Context: an optimization exercise on an open-source flow, tuned for small area and few clock cycles per item. The choices shown serve that exercise and are no tape-out recipe.
In this exercise RTL edits were held to simulation tests only and were not proved equivalent to the original.
Power and IR drop assume default switching activity.

== run 1 ==
==> flow/design.v <==
`default_nettype none
module lerb_slot_next (
    input  wire logic [7:0] i_q,
    input  wire logic       i_wr,
    input  wire logic       i_sel_n,
    input  wire logic [7:0] i_x,
    output logic [7:0]      o_d
);
    assign o_d = ~((i_q | {8{i_wr}}) & ({8{i_sel_n}} | i_x));
endmodule
module lerb_read_col (
    input  wire logic [62:0] i_q,
    input  wire logic [62:0] i_sel_n,
    output logic             o_bit
);
    assign o_bit = &(i_q | i_sel_n);
endmodule
`default_nettype wire
`default_nettype none
module line_edit_receive_buffer (
    input  wire logic       i_clk,
    input  wire logic       i_rst_n,
    input  wire logic       i_valid,
    output logic            o_ready,
    input  wire logic       i_action,
    input  wire logic [7:0] i_rx_byte,
    output logic            o_valid,
    input  wire logic       i_ready,
    output logic [1:0]      o_kind,
    output logic [7:0]      o_out_byte,
    output logic            o_last,
    output logic [6:0]      o_line_count
);
    localparam logic [1:0] KIND_ECHO      = 2'd0;
    localparam logic [1:0] KIND_LINE      = 2'd1;
    localparam logic [1:0] KIND_EMPTY     = 2'd2;
    localparam logic [1:0] KIND_NOT_READY = 2'd3;
    logic       r_valid;
    logic       r_act;
    logic [7:0] r_byte;
    logic [6:0] r_fill;      
    logic       r_line;      
    logic       r_erase2;    
    logic [6:0] r_ptr;       
    logic [7:0] r_rd;        
    logic        r_phase;
    logic [7:0]  r_mem [1:63];
    logic [7:0]  mem_d [1:63];
    logic [63:1] sel_n;      
    logic [63:1] wr_sel;     
    logic [7:0]  wr_x;
    logic        wr_en;
    logic [7:0]  rd_q;
    logic       is_term, is_erase, is_plain;
    logic       empty, full, drain, pos_last, erase1;
    logic       take, done;
    logic [6:0] fill_inc, ptr_inc, fill_nxt;
    assign is_term  = !r_act && (r_byte == 8'h0D || r_byte == 8'h0A);
    assign is_erase = !r_act && (r_byte == 8'h08 || r_byte == 8'h7F);
    assign is_plain = !r_act && !is_term && !is_erase;
    assign empty    = (r_fill == 7'd0);
    assign full     = r_fill[6];
    assign drain    = r_act && r_line && !empty;
    assign pos_last = (r_ptr == r_fill);
    assign erase1   = is_erase && !r_erase2 && !empty;
    assign fill_inc = r_fill + 7'd1;
    assign ptr_inc  = r_ptr + 7'd1;
    always_comb begin
        o_valid      = r_valid;
        o_kind       = KIND_ECHO;
        o_out_byte   = r_byte;
        o_last       = 1'b1;
        o_line_count = 7'd0;
        if (r_act) begin
            o_out_byte = 8'h00;
            if (!r_line) begin
                o_kind = KIND_NOT_READY;
            end else if (empty) begin
                o_kind = KIND_EMPTY;
            end else begin
                o_kind       = KIND_LINE;
                o_out_byte   = r_rd;
                o_last       = pos_last;
                o_line_count = r_ptr;
            end
        end else if (is_erase && !r_erase2) begin
            o_out_byte = 8'h7F;
            o_last     = empty;
        end
    end
    assign take    = r_valid && i_ready;
    assign done    = take && o_last;
    assign o_ready = !r_valid || done;
    assign wr_en = is_plain && !full;
    assign wr_x  = r_act ? 8'hFF : (r_byte ^ {8{r_phase}});
    always_comb begin
        for (int i = 1; i < 64; i++) begin
            sel_n[i]  = !(r_ptr[5:0] == 6'(i));
            wr_sel[i] = is_plain && (r_ptr[5:0] == 6'(i));
        end
    end
    for (genvar i = 1; i < 64; i++) begin : g_slot
        lerb_slot_next u_next (
            .i_q     (r_mem[i]),
            .i_wr    (wr_sel[i]),
            .i_sel_n (sel_n[i]),
            .i_x     (wr_x),
            .o_d     (mem_d[i])
        );
    end
    for (genvar b = 0; b < 8; b++) begin : g_col
        logic [63:1] col;
        for (genvar i = 1; i < 64; i++) begin : g_bit
            assign col[i] = r_mem[i][b];
        end
        lerb_read_col u_read (
            .i_q     (col),
            .i_sel_n (sel_n),
            .o_bit   (rd_q[b])
        );
    end
    always_ff @(posedge i_clk) begin
        if (!i_rst_n) begin
            r_phase <= 1'b0;
        end else begin
            r_phase <= !r_phase;
        end
    end
    always_ff @(posedge i_clk) begin
        for (int i = 1; i < 64; i++) begin
            r_mem[i] <= mem_d[i];
        end
    end
    always_ff @(posedge i_clk) begin
        if (empty && is_plain) begin
            r_rd <= r_byte;
        end else if (take && drain && !pos_last) begin
            r_rd <= rd_q ^ {8{r_phase}};
        end
    end
    always_ff @(posedge i_clk) begin
        if (o_ready) begin
            r_act  <= i_action;
            r_byte <= i_rx_byte;
        end
    end
    always_comb begin
        fill_nxt = r_fill;
        if (take) begin
            if (wr_en) begin
                fill_nxt = fill_inc;
            end
            if (erase1) begin
                fill_nxt = r_fill - 7'd1;
            end
            if (r_act && r_line && (empty || pos_last)) begin
                fill_nxt = 7'd0;
            end
        end
    end
    always_ff @(posedge i_clk) begin
        if (!i_rst_n) begin
            r_valid  <= 1'b0;
            r_fill   <= 7'd0;
            r_line   <= 1'b0;
            r_erase2 <= 1'b0;
            r_ptr    <= 7'd0;
        end else begin
            r_fill <= fill_nxt;
            if (o_ready) begin
                r_valid <= i_valid;
                r_ptr   <= (i_valid && i_action) ? 7'd1 : fill_nxt;
            end else if (take && drain) begin
                r_ptr   <= ptr_inc;
            end
            if (take) begin
                if (is_term) begin
                    r_line <= 1'b1;
                end
                if (erase1) begin
                    r_erase2 <= 1'b1;
                end
                if (done) begin
                    r_erase2 <= 1'b0;
                end
                if (r_act && r_line && (empty || pos_last)) begin
                    r_line <= 1'b0;
                end
            end
        end
    end
endmodule
`default_nettype wire
export LEC_CHECK = 0
export CAP_MARGIN = 10
export CORE_MARGIN = 2
export CORE_UTILIZATION = 40
export CTS_BUF_LIST = sky130_fd_sc_hd__clkbuf_16
export CTS_CLUSTER_DIAMETER = 100
export CTS_CLUSTER_SIZE = 30
export SLEW_MARGIN = 10
export SYNTH_HIERARCHICAL = 1
export SYNTH_MINIMUM_KEEP_SIZE = 40
create_clock -name core_clock -period 4.5 [get_ports {i_clk}]
standard.sh (not shown) runs the stock make flow with config.mk's settings and CLKGATE_MAP_FILE= SYNTH_SCRIPT=/design/flow/synth_recipe.tcl, a recipe that flattens the netlist after the stock synthesis.
==> flow/flow/run.sh <==
#!/bin/bash
# The standard layout (standard.sh: the standard flow's synthesis, floorplan, placement,
# CTS, routing), with two changes to how it builds the layout:
#  - port buffers are the smallest buffer, sky130_fd_sc_hd__buf_1, which the
#    resizer may still upsize;
#  - clock tree synthesis uses clkbuf_16 leaf clusters of up to 30 sinks and
#    no dummy loads.
# Every tool's full output stays in orfs/logs; make's own output goes to
# make_standard.log here.
set -euo pipefail
export BUFFER_PORTS_ARGS="-buffer_cell sky130_fd_sc_hd__buf_1"
export CTS_ARGS="-sink_clustering_enable -repair_clock_nets -dont_use_dummy_load -sink_clustering_size 30 -sink_clustering_max_diameter 100 -buf_list sky130_fd_sc_hd__clkbuf_16"
bash standard.sh > make_standard.log 2>&1
Testbench counts of run 1, summed over its fixed seeds: cycles 36,371, items 20,000.
Relative to run 1, the following input files were edited for run 2:
Settings: CORE_UTILIZATION: 40 -> 45; CTS_CLUSTER_DIAMETER: 100 -> 80; CTS_CLUSTER_SIZE: 30 -> 24; CAP_MARGIN: 10 -> 20; SLEW_MARGIN: 10 -> 20.
==> flow/run.sh (new file) <==
#!/bin/bash
# synth_recipe.tcl (not shown) runs the flow's synth.tcl, then flattens the netlist and writes it again
# the make line also repeats each setting of config.mk as NAME=value (left out here)
make -C /OpenROAD-flow-scripts/flow DESIGN_CONFIG=/design/flow/config.mk WORK_HOME=/design/flow/orfs CLKGATE_MAP_FILE= SYNTH_SCRIPT=/design/flow/synth_recipe.tcl finish
removed: flow/flow/run.sh
removed: flow/standard.sh
[summary]
Run 2 ends up with a max-slew headroom at the worst pin that is 4.3 points higher than in run 1. Looking at cell type of the slowest stage on the worst timing path, the sky130_fd_sc_hd__or4_4 result is from run 1; the sky130_fd_sc_hd__clkdlybuf4s50_1 one comes from run 2. [diff] net load switching power, run 2 relative to run 1: regression. On register-to-register slack, the higher figure sits with run 1, not run 2. Run 2 -> run 1: sum of negative setup slack delta 0, exact match.
Setup changes, run 2 to run 3
Settings: a change of CTS_CLUSTER_SIZE from 24 to 18; a change of CTS_BUF_LIST from sky130_fd_sc_hd__clkbuf_16 to sky130_fd_sc_hd__clkbuf_8; a change of CORE_UTILIZATION from 45 to 40; a change of CTS_CLUSTER_DIAMETER from 80 to 45.
==> summary.txt <==
Run 3 vs run 2 — post-route total power rose 14%.
| via count | run 3 vs run 2 | worse |
Taking run 2 as the reference, in run 3 hold slack stayed essentially flat; maximum clock rate went up 2.4%; final worst-path setup slack has increased.
The relative slew slack reported for run 3 is smaller than that of run 2 by 7.4 points.
Cmp run 3 vs run 2: total wire length higher in run 3
The via density per instance of run 3 falls short of that of run 2 by 4.0%.

what the ideal ports hide:
The results above use ideal ports. As a check the final layouts listed here were re-extracted and re-timed, cells and wires unchanged. Step 1 assumes that a clkbuf_16 drives the clock port and a buf_2 every other input. Step 2 times the ports against the registers' clock, not the clock port: input delays grow and output delays shrink by t, the midpoint of the rising clock arrivals with the driver on. Slacks: ideal ports / drivers / drivers and shift; pairs: ideal ports / drivers.
| run | shift t [ns] | slack for setup (ns) | hold slack, ns |
|---|---|---|---|
| run 1 | 0.599 | 0.338 / 0.282 / 0.881 | 0.432 / 0.432 / 0.432 |
| run 2 | 0.637 | 0.108 / 0.055 / 0.692 | 0.437 / 0.437 / 0.437 |
| run 3 | 0.729 | 0.209 / 0.156 / 0.885 | 0.435 / 0.435 / 0.435 |
After both steps setup and hold are still met in every run listed.
